This is an optimization exercise on Yosys and OpenROAD, whose aim is small area and a short achievable clock period, not a production implementation. The RTL was checked by simulation tests, not by an equivalence proof against the original design. Power is estimated from default activity; no workload was simulated.

**config.mk**
```make
export PLATFORM = sky130hd
export DESIGN_NAME = mem_resp
export DESIGN_NICKNAME = mem_resp
export VERILOG_FILES = /design/flow/design.v
export SDC_FILE = /design/flow/constraint.sdc
export NUM_CORES = 4
export LEC_CHECK = 0
export ABC_CLOCK_PERIOD_IN_PS = 2300
export CAP_MARGIN = 20
export CORE_MARGIN = 2
export CORE_UTILIZATION = 55
export CTS_BUF_LIST = sky130_fd_sc_hd__clkbuf_8 sky130_fd_sc_hd__clkbuf_16
export CTS_CLUSTER_DIAMETER = 120
export CTS_CLUSTER_SIZE = 30
export SETUP_SLACK_MARGIN = 2.2
export SLEW_MARGIN = 20
```
**constraint.sdc**
```tcl
create_clock -name core_clock -period 4.5 [get_ports {clk_i}]
set_input_delay 0.9000 -clock core_clock [delete_from_list [all_inputs] [get_ports {clk_i}]]
set_output_delay 0.9000 -clock core_clock [all_outputs]
set_load 0.01 [all_outputs]
```
**design.v**
```verilog
module mem_resp #(
  parameter int ADR_WIDTH   = 10,
  parameter int DAT_WIDTH   = 8,
  parameter int MEM_DEPTH   = 256,
  parameter int WAIT_STATES = 2
) (
  input  logic                 clk_i,
  input  logic                 rst_ni,
  input  logic                 req_i,
  input  logic                 we_i,
  input  logic [ADR_WIDTH-1:0] adr_i,
  input  logic [DAT_WIDTH-1:0] dat_i,
  output logic                 busy_o,
  output logic                 ack_o,
  output logic                 err_o,
  output logic [DAT_WIDTH-1:0] dat_o
);
  localparam int IDX_W = (MEM_DEPTH > 1) ? $clog2(MEM_DEPTH) : 1;
  localparam logic [63:0] DEPTH64 = MEM_DEPTH;
  function automatic logic out_of_range(input logic [ADR_WIDTH-1:0] a);
    out_of_range = ({{(64-ADR_WIDTH){1'b0}}, a} >= DEPTH64);
  endfunction
  if (ADR_WIDTH == 10 && DAT_WIDTH == 8 && MEM_DEPTH == 256 && WAIT_STATES == 2) begin : g_pipe
    localparam int N = 256;
    localparam int W = 8;
    logic idle, s1, s2, s3;
    logic ld_r;                 
    logic         we_q, oor_q;
    logic [15:0]  wrow;         
    always_ff @(posedge clk_i or negedge rst_ni) begin
      if (!rst_ni) begin
        idle   <= 1'b1;
        busy_o <= 1'b0;
        ack_o  <= 1'b0;
        err_o  <= 1'b0;
        s1     <= 1'b0;
        s2     <= 1'b0;
        s3     <= 1'b0;
        ld_r   <= 1'b0;
        wrow   <= '0;
      end else begin
        idle   <= idle ? !req_i : !(s1 || s2 || s3);    
        s1     <= idle && req_i;
        s2     <= s1;
        s3     <= s2;
        ld_r   <= s2 && !we_q;
        for (int r = 0; r < 16; r++) wrow[r] <= s2 && we_q && !oor_q && rowq[r];
        ack_o  <= s3;
        err_o  <= s3 && oor_q;
        busy_o <= (idle && req_i) || s1 || s2 || s3;
      end
    end
    logic [W-1:0] dat_q;
    logic [7:0]   idx_q;
    logic [15:0]  rowq, colq;   
    logic [7:0]   rlo, rmid;    
    logic [1:0]   rg;           
    always_ff @(posedge clk_i) begin
      if (idle) begin
        we_q  <= we_i;
        oor_q <= out_of_range(adr_i);
        dat_q <= dat_i;
        idx_q <= adr_i[7:0];
      end
      for (int i = 0; i < 16; i++) begin
        rowq[i] <= (idx_q[7:4] == 4'(i));
        colq[i] <= (idx_q[3:0] == 4'(i));
      end
      for (int i = 0; i < 8; i++) begin
        rlo[i]  <= (idx_q[2:0] == 3'(i));
        rmid[i] <= (idx_q[5:3] == 3'(i));
      end
      rg <= idx_q[7:6];
    end
    logic [N*W-1:0] mem;
    for (genvar w = 0; w < N; w++) begin : g_word
      always_ff @(posedge clk_i)
        if (wrow[w/16] && colq[w%16]) mem[w*W +: W] <= dat_q;
    end
    logic [W-1:0] tsel [4];
    always_comb begin
      for (int g = 0; g < 4; g++) begin
        tsel[g] = '0;
        for (int j = 0; j < 8; j++)
          for (int i = 0; i < 8; i++)
            tsel[g] = tsel[g] | ({W{rmid[j] && rlo[i]}} & mem[(g*64 + j*8 + i)*W +: W]);
      end
    end
    logic [W-1:0] grp [4];
    always_ff @(posedge clk_i)
      for (int g = 0; g < 4; g++) grp[g] <= tsel[g];
    logic [W-1:0] dat_nx, dat_hn;
    assign dat_nx = oor_q ? '0 : grp[rg];
    always_ff @(posedge clk_i or negedge rst_ni) begin
      if (!rst_ni) begin
        dat_o  <= '0;
        dat_hn <= '1;
      end else begin
        dat_o <= ld_r ? dat_nx : ~dat_hn;
        if (ld_r) dat_hn <= ~dat_nx;
      end
    end
  end else begin : g_plain
    localparam logic [3:0] WS_INIT = WAIT_STATES;
    typedef enum logic [1:0] {
      S_IDLE = 2'd0,
      S_WAIT = 2'd1,
      S_ACK  = 2'd2
    } state_t;
    state_t               state;
    logic [3:0]           cnt;
    logic                 we_q;
    logic                 oor_q;
    logic [IDX_W-1:0]     idx_q;
    logic [DAT_WIDTH-1:0] dat_q;
    logic                 access;
    logic [DAT_WIDTH-1:0] mem [MEM_DEPTH];
    assign access = (state == S_WAIT) && (cnt == 4'd0);
    always_ff @(posedge clk_i or negedge rst_ni) begin
      if (!rst_ni) begin
        state  <= S_IDLE;
        cnt    <= 4'd0;
        we_q   <= 1'b0;
        oor_q  <= 1'b0;
        idx_q  <= '0;
        dat_q  <= '0;
        busy_o <= 1'b0;
        ack_o  <= 1'b0;
        err_o  <= 1'b0;
        dat_o  <= '0;
      end else begin
        case (state)
          S_IDLE: begin
            if (req_i) begin
              we_q   <= we_i;
              oor_q  <= out_of_range(adr_i);
              idx_q  <= adr_i[IDX_W-1:0];
              dat_q  <= dat_i;
              cnt    <= WS_INIT;
              busy_o <= 1'b1;
              state  <= S_WAIT;
            end
          end
          S_WAIT: begin
            if (cnt != 4'd0) begin
              cnt <= cnt - 4'd1;
            end else begin
              if (!we_q) dat_o <= oor_q ? '0 : mem[idx_q];
              ack_o <= 1'b1;
              err_o <= oor_q;
              state <= S_ACK;
            end
          end
          default: begin
            ack_o  <= 1'b0;
            err_o  <= 1'b0;
            busy_o <= 1'b0;
            state  <= S_IDLE;
          end
        endcase
      end
    end
    always_ff @(posedge clk_i) begin
      if (access && we_q && !oor_q) mem[idx_q] <= dat_q;
    end
  end
endmodule
```
**run.sh**
```bash
#!/bin/bash
# synth_recipe.tcl (not shown) runs the flow's synth.tcl, then flattens the netlist and writes it again
# the make line also repeats each setting of config.mk as NAME=value (left out here)
make -C /OpenROAD-flow-scripts/flow DESIGN_CONFIG=/design/flow/config.mk WORK_HOME=/design/flow/orfs CLKGATE_MAP_FILE= SYNTH_SCRIPT=/design/flow/synth_recipe.tcl finish
```
==> results of run 1 <==
==> repair_timing <==
item	4_1_cts	5_1_grt
pin swaps	71	62
setup buffers	71	26
resized for setup	161	60
gates cloned	11	8
setup endpoints to repair	67	58
==> kinds of logic (layout without fill, tap and decap cells) <==
group,after synthesis,after routing,synth area share
other,0,20,0
muxes,16,16,0.00212
AOI/OAI and AO/OA,1173,1173,0.123
DFF,2188,2188,0.806
buffers and inverters,385,439,0.0200
and+or+nand+nor,695,701,0.0486
==> registers in the layout, indices dropped and copies added (netlist names), 16 cells and up <==
signal,cells
g_pipe.mem,2048
g_pipe.colq,16
g_pipe.wrow,16
g_pipe.grp,32
g_pipe.rowq,16
==> worst min path at each step <==
| stage | slack (ns) | end | startpoint | cells after the start |
|---|---|---|---|---|
| global route | 0.28 | g_pipe.ld_r | rst_ni | 2 |
| finish | 0.27 | g_pipe.wrow[2] | rst_ni | 2 |
| global placement | 0.36 | g_pipe.s2 | g_pipe.s1 | 0 |
| detailed placement | 0.37 | g_pipe.s2 | g_pipe.s1 | 0 |
| floorplan | 0.35 | g_pipe.s2 | g_pipe.s1 | 0 |
| CTS | 0.27 | g_pipe.ld_r | rst_ni | 2 |
==> through the flow <==
step                 util  power [mW]  hold WS (ns)  area, um2
finish              0.601        43.2         0.265      87300
global route        0.601        44.2         0.277      87300
CTS                 0.596        42.7         0.267      86600
detailed placement  0.569        32.7         0.372      82600
global placement    0.569        32.6         0.360      82600
floorplan               -        29.1         0.347      80200
==> cell type report <==
type / instances / area [um2] / area share
sequential: 2188 / 64800 / 0.742
multi-input combinational: 1890 / 14400 / 0.165
timing repair buffer: 244 / 3150 / 0.0361
tap: 1917 / 2400 / 0.0275
clock buffer: 85 / 2120 / 0.0242
clock inverter: 66 / 265 / 0.00304
inverter: 44 / 173 / 0.00198
antenna: 20 / 50.0 / 0.000573
==> cell usage after synthesis (28+ instances only) <==
master / n
edfxtp_1: 2066
a22o_1: 347
a22oi_1: 344
and2_1: 294
clkbuf_1: 255
a222oi_1: 247
nand2_1: 142
a221oi_1: 108
dfxtp_1: 82
a21oi_1: 70
nand4_1: 64
nor2b_1: 62
inv_1: 44
buf_2: 43
nand3_1: 36
nor2_1: 33
or4_1: 32
dfrtp_1: 31
o22ai_1: 31
buf_1: 28
==> critical path: stages, from the launching register on <==
cell      delay [ns]
dfxtp_4         0.44
buf_12          0.18
buf_16          0.16
a222oi_1        0.46
o22ai_1         0.18
a221oi_2        0.31
nand4_1         0.37
or4_1           0.52
==> placed cells by master (no fill, tap or decap), drive strengths merged, types with 2 or more instances in the layout <==
cell type	count
a22oi	344
mux2	8
or2	2
clkinvlp	2
nor2	33
nor3	9
o22ai	31
a221oi	120
buf	215
dfxtp	82
o22a	8
inv	107
or4	32
clkbuf	93
edfxtp	2066
diode	20
nor2b	62
nand4	64
a22o	347
a21oi	70
nand2b	5
clkdlybuf4s50	20
o21ai	3
a222oi	247
mux2i	8
nand3	36
and2	310
nor3b	3
nor4	2
dfstp	9
dfrtp	31
nand2	142
==> power by group <==
group / internal, mW / leakage (nW) / switching, mW / total (mW)
logic: 2.64 / 6.91 / 6.19 / 8.83
registers: 24.2 / 19.8 / 0.790 / 24.9
clock network: 3.48 / 1.39 / 5.94 / 9.43
total: 30.3 / 28.1 / 12.9 / 43.2
==> layer usage <==
metal / track usage / up-vias / wire length [um]
met2: 0.484 / 2593 / 111000
li1: - / 18400 / -
met3: 0.0474 / 293 / 24300
met4: 0.0835 / 6 / 6790
met5: 0 / - / 35
met1: 0.450 / 23300 / 92600
==> results.yml, run 1 <==
run_status:
  outcome: "complete, no violations"
placed_design:
  place_ws_ns: 1.30
  port_buffers: 32
  post-dp-hpwl_um: 129000
  place_inst: 6166
  routabilityCongestion: 0.866
clocking:
  cts_tree: "yes"
  clkTransAtPathRegs_ns: 0.11
  cts.sinks: 2188
  clk_path_buf_depth: 3
  hold_buffers: 0
  clockRootBuffer: "clkbuf_16"
  htree_num_levels: 3
  clk_latency_ns: 0.74
  cts_buffers: 82
logic_synthesis:
  synth_cell_types: 39
  synth.area.top_cells: "edfxtp_1 77%, a22o_1 3.8%, a22oi_1 3.2%"
  ys_seq_area_frac: 0.806
  ys.flop_type: "edfxtp_1"
  netlist_instances: 4457
  yosysWarnings: 3
  syn_area_um2: 80200
  synth_fp_nets: 4479
  synth_edf_count: 2066
  async_flop_share: 0.0183
  ys_ff_latch: 2188
  syn_area_per_cell_um2: 18.0
  yosys.area.top_type_share: 0.773
  yosysTopAreaCell: "edfxtp_1"
floorplan:
  dieWidth_um: 386
  die_y_um: 386
  num_io_pins: 33
  die_area_um2: 149000
  core_um2: 145000
  row_count: 140
  initial_core_util: 0.553
pwr:
  p_leak_nw: 28.1
  max-vdd-ir-drop_mv: 0.596
  powerDensity_nw_per_um2: 495
timing:
  finalClockSkew_ns: 0.0431
  tns_ns: 0
  drv_slew: 0
  worst_slew_pin_slew_ns: 1.26
  layout_min_cycle_time_ns: 2.75
  hold_violations: 0
  rsz0062_at_grt: "yes"
  setup_viol_count_final: 0
  slew-limit-headroom: 0.160
  period_share: 0.611
  setup_ws_ns: 1.75
  fmax_mhz: 364
flow_run:
  cap_violations: 0
global_routing:
  antenna_found_initial: 28
  grt_max_degree: 199
  grt_pass1_wl_um: 320000
  grt_pass1_vias: 41400
  gr-usage-all-layers: 0.307
  grt_overflow: 0
finish:
  instances_no_fill: 6454
  fillerInstances: 10600
  layout-drive-gt1-share: 0.0996
  fin_nets: 4472
  area_delta_synth_final_pct: 8.80
critical_path:
  r2r_end: "g_pipe.grp[0][0]"
  r2r_cells: 7
  cp-start-kind: "flop"
  cp.required_ns: 5.12
  path_max_fanout: 13
  setup.worst_path.start: "g_pipe.rlo[2]"
  end_kind: "flop"
  critical_path.endpoint: "g_pipe.grp[0][0]"
  cp.arrival_ns: 3.37
  r2r_start: "g_pipe.rlo[2]"
  crit_type: "flop to flop"
  reg2reg_slack_ns: 1.75
drt:
  wl_per_cell_um: 36.3
  route.detailed.drc: 0
  wl_um: 234000
  initialDrtViolationCount: 7240
  via_per_inst: 6.91
  postRouteAntennaNets: 0
  vias: 44600
  drt-pass1-iter-count: 10
hold_path:
  hold_class: "input pin to async pin"
==> run 2: changes to the inputs <==
--- a/design.v
+++ b/design.v
@@ -53,7 +53,7 @@
     logic [W-1:0] dat_q;
     logic [7:0]   idx_q;
     logic [15:0]  rowq, colq;   
-    logic [7:0]   rlo, rmid;    
+    logic [63:0]  rsel;         
     logic [1:0]   rg;           
     always_ff @(posedge clk_i) begin
       if (idle) begin
@@ -66,10 +66,7 @@
         rowq[i] <= (idx_q[7:4] == 4'(i));
         colq[i] <= (idx_q[3:0] == 4'(i));
       end
-      for (int i = 0; i < 8; i++) begin
-        rlo[i]  <= (idx_q[2:0] == 3'(i));
-        rmid[i] <= (idx_q[5:3] == 3'(i));
-      end
+      for (int i = 0; i < 64; i++) rsel[i] <= (idx_q[5:0] == 6'(i));
       rg <= idx_q[7:6];
     end
     logic [N*W-1:0] mem;
@@ -81,9 +78,8 @@
     always_comb begin
       for (int g = 0; g < 4; g++) begin
         tsel[g] = '0;
-        for (int j = 0; j < 8; j++)
-          for (int i = 0; i < 8; i++)
-            tsel[g] = tsel[g] | ({W{rmid[j] && rlo[i]}} & mem[(g*64 + j*8 + i)*W +: W]);
+        for (int i = 0; i < 64; i++)
+          tsel[g] = tsel[g] | ({W{rsel[i]}} & mem[(g*64 + i)*W +: W]);
       end
     end
     logic [W-1:0] grp [4];
--- a/config.mk
+++ b/config.mk
@@ -12,5 +12,5 @@
 export CTS_BUF_LIST = sky130_fd_sc_hd__clkbuf_8 sky130_fd_sc_hd__clkbuf_16
 export CTS_CLUSTER_DIAMETER = 120
 export CTS_CLUSTER_SIZE = 30
-export SETUP_SLACK_MARGIN = 2.2
+export SETUP_SLACK_MARGIN = 2.3
 export SLEW_MARGIN = 20
==> run 2 against run 1 <==
Worst hold slack better by 0.016 ns; flip-flop and latch count grew 48; global-route usage shrank 0.44 points; setup slack improved by 0.030 ns; final area is 1.0% lower; count of clock-buffer cells in the layout rose by 2; core utilization grew 0.089 points; synthesized cell count decreased by 7.7%; register-to-register slack improved by 0.03 ns; area after synthesis is 0.93% lower; die area down 0.93%.
==> results.yml, run 2 <==
logic_synthesis:
  synthMuxAreaShare: 0.00214
  synth_compound_area_frac: 0.115
  netlist_instances: 4116
  synth_xor_xnor_area_share: 0
  ys_seq_area_frac: 0.826
  ys_ff_latch: 2236
  yosysTopAreaCell: "edfxtp_1"
  synth_simple_gate_area_share: 0.0411
  syn_area_um2: 79500
  synth_cell_types: 29
  async_flop_share: 0.0179
  synth-adder-area-share: 0
  yosysWarnings: 3
  yosys.area.top_type_share: 0.780
  syn_area_per_cell_um2: 19.3
  synth_common_cells: "2066 x edfxtp_1, 512 x a221oi_1, 511 x a22o_1, 274 x and2_1, 161 x clkbuf_1"
  synth_top_family_by_area: "compound AO/OA/AOI/OAI gates"
  yosysMostFrequentCell: "edfxtp_1"
  ys.flop_type: "edfxtp_1"
  synth.area.top_cells: "edfxtp_1 78%, a221oi_1 5.6%, a22o_1 5.6%"
  synth_fp_nets: 4138
  synth_edf_count: 2066
clocking:
  clk_path_buf_depth: 3
  hold_buffers: 0
  cts_buffers: 84
  cts.sinks: 2236
  clockRootBuffer: "clkbuf_16"
  clkTransAtPathRegs_ns: 0.12
  cts_tree: "yes"
  clk_latency_ns: 0.75
  htree_num_levels: 3
timing:
  fmax_mhz: 368
  hold_violations: 0
  period_share: 0.604
  slew-limit-headroom: 0.161
  layout_min_cycle_time_ns: 2.72
  setup_viol_count_final: 0
  finalClockSkew_ns: 0.0412
  tns_ns: 0
  worst_slew_pin_slew_ns: 1.26
  drv_slew: 0
  rsz0062_at_grt: "yes"
global_routing:
  gr-usage-all-layers: 0.302
  antenna_found_initial: 32
  grt_max_degree: 189
  grt_pass1_vias: 39700
  grt_overflow: 0
  grt_pass1_wl_um: 312000
pwr:
  p_leak_nw: 27.3
  max-vdd-ir-drop_mv: 0.630
  powerDensity_nw_per_um2: 467
floorplan:
  core_um2: 143000
  die_y_um: 384
  initial_core_util: 0.554
  die_area_um2: 148000
  row_count: 139
  num_io_pins: 33
  dieWidth_um: 384
finish:
  fin_nets: 4171
  design_area_um2: 86400
  regMostFlops: "g_pipe.mem"
  layout-drive-gt1-share: 0.112
  fillerInstances: 10400
  instances_no_fill: 6136
  top_regs: "g_pipe.mem (2048), g_pipe.rsel (64), g_pipe.grp (32)"
  area_delta_synth_final_pct: 8.67
  final_util: 0.602
  mostFrequentLayoutCells: "2066 x edfxtp_1, 507 x a22o_1, 370 x a221oi_1, 273 x and2_1, 134 x a221oi_2"
  final_common_cell: "edfxtp_1"
  largest_reg_flops: 2048
critical_path:
  path_max_fanout: 12
  r2r_cells: 6
  cp.required_ns: 5.13
  end_kind: "flop"
  cp.arrival_ns: 3.34
  crit_type: "flop to flop"
  cp-start-kind: "flop"
flow_run:
  cap_violations: 0
run_status:
  outcome: "complete, no violations"
drt:
  via_per_inst: 6.91
  wl_um: 227000
  initialDrtViolationCount: 5784
  postRouteAntennaNets: 0
  drt-pass1-iter-count: 8
  vias: 42400
  wl_per_cell_um: 37.0
  route.detailed.drc: 0
placed_design:
  place_inst: 5904
  post_dp_cell_area_um2: 81800
  port_buffers: 32
  post-dp-hpwl_um: 135000
  routabilityCongestion: 0.892
hold_path:
  hold_class: "input pin to async pin"
## run 2: what timing repair did
item	CTS	global route
setup endpoints to repair	116	42
buffers inserted	21	32
resized for setup	225	86
gates cloned	1	8
pin swaps	85	56
## run 2: metrics by stage
stage                     setup WS, ns  hold WS, ns  total power [mW]
final                             1.78        0.282              40.4
after global routing              1.90        0.306              41.3
after CTS                         1.99        0.261              40.2
after floorplan                  0.454        0.347              27.9
after global placement            1.61        0.362              30.8
after detailed placement          1.61        0.361              30.9
## run 2: worst paths after layout
| kind | start | to | slack [ns] |
|---|---|---|---|
| worst max-delay path | g_pipe.rsel[17] | g_pipe.grp[3][2] | 1.78 |
| worst min register to register | g_pipe.s1 | g_pipe.s2 | 0.39 |
| max in group asynchronous | rst_ni | g_pipe.wrow[15] | 3.68 |
| min in group core_clock | g_pipe.s1 | g_pipe.s2 | 0.39 |
| worst min-delay path | rst_ni | dat_o[6] | 0.28 |
| worst max register to register | g_pipe.rsel[17] | g_pipe.grp[3][2] | 1.78 |
## run 2: worst max-delay path, stage by stage, from the launching register on
cell,delay [ns]
dfxtp_4,0.38
buf_12,0.15
buf_4,0.17
a22o_1,0.22
a221oi_2,0.27
nand4_1,0.68
or4_1,0.72
## run 2: power breakdown
part / internal [mW] / switching, mW
Clock: 3.58 / 6.03
Combinational: 1.25 / 4.30
Sequential: 24.6 / 0.626
## run 2: cell type report
cell class,count,area [um2],share of cell area
Inverter,17,63.8,0.000739
Timing Repair Buffer,188,2100,0.0243
Multi-Input combinational cell,1622,13600,0.157
Antenna cell,22,55.1,0.000637
Sequential cell,2236,65800,0.761
Clock buffer,87,2180,0.0252
Tap cell,1903,2380,0.0276
Clock inverter,61,246,0.00285
## run 2: metal layers
metal / GRT usage / wire length, um / vias to the layer above
li1: - / - / 17400
met1: 0.446 / 90700 / 22400
met2: 0.459 / 104000 / 2307
met3: 0.0559 / 23300 / 324
met4: 0.103 / 8400 / 6
met5: 0 / 37 / -
## run 2: cell families (layout without fill, tap and decap cells)
| kind of cell | after synthesis | in the layout |
|---|---|---|
| simple gates | 557 | 557 |
| buf+inv | 258 | 353 |
| flops | 2236 | 2236 |
| other cells | 0 | 22 |
| mux | 16 | 16 |
| compound gates | 1049 | 1049 |
==> run 3: changes to the inputs <==
==> flow/run.sh (new file) <==
#!/bin/bash
# Own layout flow: the standard synthesis unchanged, then the standard
# ORFS layout with two resizer settings changed:
#  - ports are buffered with a plain buf_4 (instead of the delay cell
#    buffer_ports picks by default), so inputs and outputs are not slowed down;
#  - repair_timing may resize a cell to any footprint (MATCH_CELL_FOOTPRINT=0).
# Each step's full output goes to its own log file in this folder; ORFS's own
# per-stage logs are under orfs/logs/.
set -euo pipefail
bash standard.sh synth > synth.log 2>&1
bash standard.sh MATCH_CELL_FOOTPRINT=0 "BUFFER_PORTS_ARGS=-buffer_cell sky130_fd_sc_hd__buf_4" finish > layout.log 2>&1
==> standard.sh (new file) <==
#!/bin/bash
# synth_recipe.tcl (not shown) runs the flow's synth.tcl, then flattens the netlist and writes it again
# the make line also repeats each setting of config.mk as NAME=value (left out here)
make -C /OpenROAD-flow-scripts/flow DESIGN_CONFIG=/design/flow/config.mk WORK_HOME=/design/flow/orfs CLKGATE_MAP_FILE= SYNTH_SCRIPT=/design/flow/synth_recipe.tcl "${@:-finish}"
removed: run.sh
==> run 3 against run 2 <==
Still clean on timing, DRC and antenna; clock skew up 0.022 ns; via count down 1.1%; global-route usage down 0.18 points; final area up 0.20%; power up 0.32%; count of clock-buffer cells in the layout up 1; worst hold slack worse by 0.10 ns; combinational power down 2%; sequential power about the same; non-clock buffer count up 7; register-to-register slack better by 0.04 ns; fmax up 1.6%; critical path type unchanged; critical endpoint is now g_pipe.grp[3][0]; largest power group unchanged; highest routed layer unchanged.
==> results.yml, run 3 <==
global_routing:
  gr-usage-all-layers: 0.301
  antenna_found_initial: 37
  grt_max_degree: 179
  grt_pass1_vias: 39600
  grt_overflow: 0
  grt_pass1_wl_um: 310000
finish:
  fin_nets: 4179
  regMostFlops: "g_pipe.mem"
  largest_reg_flops: 2048
  final_util: 0.603
  design_area_um2: 86600
  instances_no_fill: 6144
  layout-drive-gt1-share: 0.114
  top_regs: "g_pipe.mem (2048), g_pipe.rsel (64), g_pipe.grp (32)"
  final_common_cell: "edfxtp_1"
  mostFrequentLayoutCells: "2066 x edfxtp_1, 504 x a22o_1, 380 x a221oi_1, 274 x and2_1, 129 x nand4_1"
  area_delta_synth_final_pct: 8.89
drt:
  drt-pass1-iter-count: 8
  vias: 41900
  wl_um: 223000
  wl_per_cell_um: 36.4
  postRouteAntennaNets: 0
  initialDrtViolationCount: 5686
  via_per_inst: 6.83
  route.detailed.drc: 0
timing:
  finalClockSkew_ns: 0.0636
  tns_ns: 0
  holdWs_ns: 0.177
  setup_viol_count_final: 0
  setup_ws_ns: 1.82
  layout_min_cycle_time_ns: 2.68
  period_share: 0.595
  rsz0062_at_grt: "yes"
  slew-limit-headroom: 0.164
  drv_slew: 0
  hold_violations: 0
  fmax_mhz: 374
  worst_slew_pin_slew_ns: 1.25
clocking:
  cts_buffers: 85
  clockRootBuffer: "clkbuf_16"
  cts.sinks: 2236
  clk_latency_ns: 0.75
  hold_buffers: 0
  clk_path_buf_depth: 3
  htree_num_levels: 3
  cts_tree: "yes"
  clkTransAtPathRegs_ns: 0.12
floorplan:
  initial_core_util: 0.554
  die_area_um2: 148000
  die_y_um: 384
  row_count: 139
  dieWidth_um: 384
  num_io_pins: 33
  core_um2: 143000
logic_synthesis:
  synth_top_family_by_area: "compound AO/OA/AOI/OAI gates"
  async_flop_share: 0.0179
  synth.area.top_cells: "edfxtp_1 78%, a221oi_1 5.6%, a22o_1 5.6%"
  synth_simple_gate_area_share: 0.0411
  ys_ff_latch: 2236
  yosys.area.top_type_share: 0.780
  synth_cell_types: 29
  synth_edf_count: 2066
  synth_common_cells: "2066 x edfxtp_1, 512 x a221oi_1, 511 x a22o_1, 274 x and2_1, 161 x clkbuf_1"
  synth-adder-area-share: 0
  syn_area_um2: 79500
  yosysTopAreaCell: "edfxtp_1"
  synth_compound_area_frac: 0.115
  netlist_instances: 4116
  ys.flop_type: "edfxtp_1"
  syn_area_per_cell_um2: 19.3
  synth_xor_xnor_area_share: 0
  synth_fp_nets: 4138
  yosysMostFrequentCell: "edfxtp_1"
  yosysWarnings: 3
  ys_seq_area_frac: 0.826
  synthMuxAreaShare: 0.00214
placed_design:
  routabilityCongestion: 0.896
  place_inst: 5901
  port_buffers: 32
  place_ws_ns: 1.47
  post-dp-hpwl_um: 136000
  post_dp_cell_area_um2: 81800
critical_path:
  max_stage_delay_ns: 0.74
  worstPathCellList: "buf_12 -> a22o_1 -> a221oi_4 -> nand4_1 -> or4_1"
  worst_path_max_delay_cell: "or4_1"
  cp.required_ns: 5.12
  crit_type: "flop to flop"
  cp.arrival_ns: 3.30
  path_max_fanout: 13
  end_kind: "flop"
  cp-start-kind: "flop"
pwr:
  p_leak_nw: 27.4
  power_mw: 40.5
  switching_share: 0.271
  p_clk_frac: 0.241
  power.internal_mw: 29.5
  switchingPower_mw: 11.0
  combPwrFrac: 0.134
  powerDensity_nw_per_um2: 468
  max-vdd-ir-drop_mv: 0.749
  power_frac_seq: 0.625
flow_run:
  cap_violations: 0
hold_path:
  hold_class: "input pin to async pin"
run_status:
  outcome: "complete, no violations"
-- run 3: cell types whose count changed in the layout (fill, tap and decap cells not counted), sizes merged --
cell           delta
clkdlybuf4s50    -20
clkinv            +2
buf              +29
clkbuf            -1
inv               +1
diode             -3
-- run 3: logic make-up (layout without fill, tap and decap cells) --
| logic type | Yosys count | in the layout |
|---|---|---|
| other | 0 | 19 |
| buffers and inverters | 258 | 364 |
| and+or+nand+nor | 557 | 557 |
| muxes | 16 | 16 |
| AOI/OAI and AO/OA | 1049 | 1049 |
| DFF | 2236 | 2236 |
-- run 3: layout make-up --
class                      count  area, um2
sequential                  2236      65800
fill                       10300      56900
multi-input combinational   1622      13700
tap                         1903       2380
clock buffer                  88       2200
timing repair buffer         195       2140
clock inverter                64        310
inverter                      17       63.8
antenna                       19       47.5
-- run 3: layer usage --
layer	GRT usage	wire length [um]	vias to the layer above
li1	-	-	17400
met1	0.434	89400	22000
met2	0.468	105000	2192
met3	0.0625	22700	283
met4	0.0883	6440	16
met5	0	119	-
-- run 3: repair_timing --
action	in CTS	in global routing
pin swaps	77	71
setup buffers	47	17
cloned	8	0
endpoints found under the setup margin	143	71
resized for setup	222	70
-- run 3: power by group through the flow --
stage	clock, mW	sequential (mW)	combinational (mW)
4_1_cts	9.82	25.3	5.31
3_5_place_dp	0	25.7	5.11
6_report	9.76	25.3	5.44
3_3_place_gp	0	25.7	5.03
5_1_grt	10.5	25.3	5.63
2_1_floorplan	0	26.3	1.56
-- run 3: final timing paths --
| check | startpoint | end | slack (ns) | cells after the start |
|---|---|---|---|---|
| setup / recovery | g_pipe.rsel[31] | g_pipe.grp[3][0] | 1.82 | 5 |
| hold / removal | rst_ni | dat_o[5] | 0.18 | 1 |
| setup reg to reg | g_pipe.rsel[31] | g_pipe.grp[3][0] | 1.82 | 5 |
| hold reg to reg | g_pipe.s1 | g_pipe.s2 | 0.40 | 0 |
| max in group asynchronous | rst_ni | g_pipe.wrow[15] | 3.73 | 1 |
| min in group core_clock | req_i | g_pipe.idle | 0.30 | 2 |
-- run 3: worst max-delay path: cells and delay by family (launching register included) --
| family | cells | cell delay (ns) |
|---|---|---|
| buf+inv | 1 | 0.15 |
| compound gates | 2 | 0.51 |
| simple gates | 2 | 1.46 |
| flops | 1 | 0.38 |

[re-timing with driven ports]
In the flow no input, the clock included, has a driving cell. The finished layouts below were timed again as built, in two steps.
Step 1, drivers: a clkbuf_16 drives clk_i and a buf_2 each remaining input, both assumed.
Step 2 adds t to the input delays and takes it off the output delays; t is the mean of the earliest and latest rising clock arrival at the registers after step 1. Input paths then give back, and output paths get back, about the clock's delay inside the block.
Slacks: no drivers / after step 1 / after step 2; pairs: no drivers / after step 1.
run	shift t [ns]	setup WS [ns]	worst register clock-pin slew, ns	worst data-port slew with drivers (ns)
run 1	0.802	1.751 / 1.751 / 1.751	0.12 / 0.12	0.04
run 2	0.808	1.781 / 1.781 / 1.781	0.12 / 0.12	0.05
run 3	0.802	1.823 / 1.823 / 1.823	0.12 / 0.12	0.04
After both steps setup and hold are still met in every run listed.
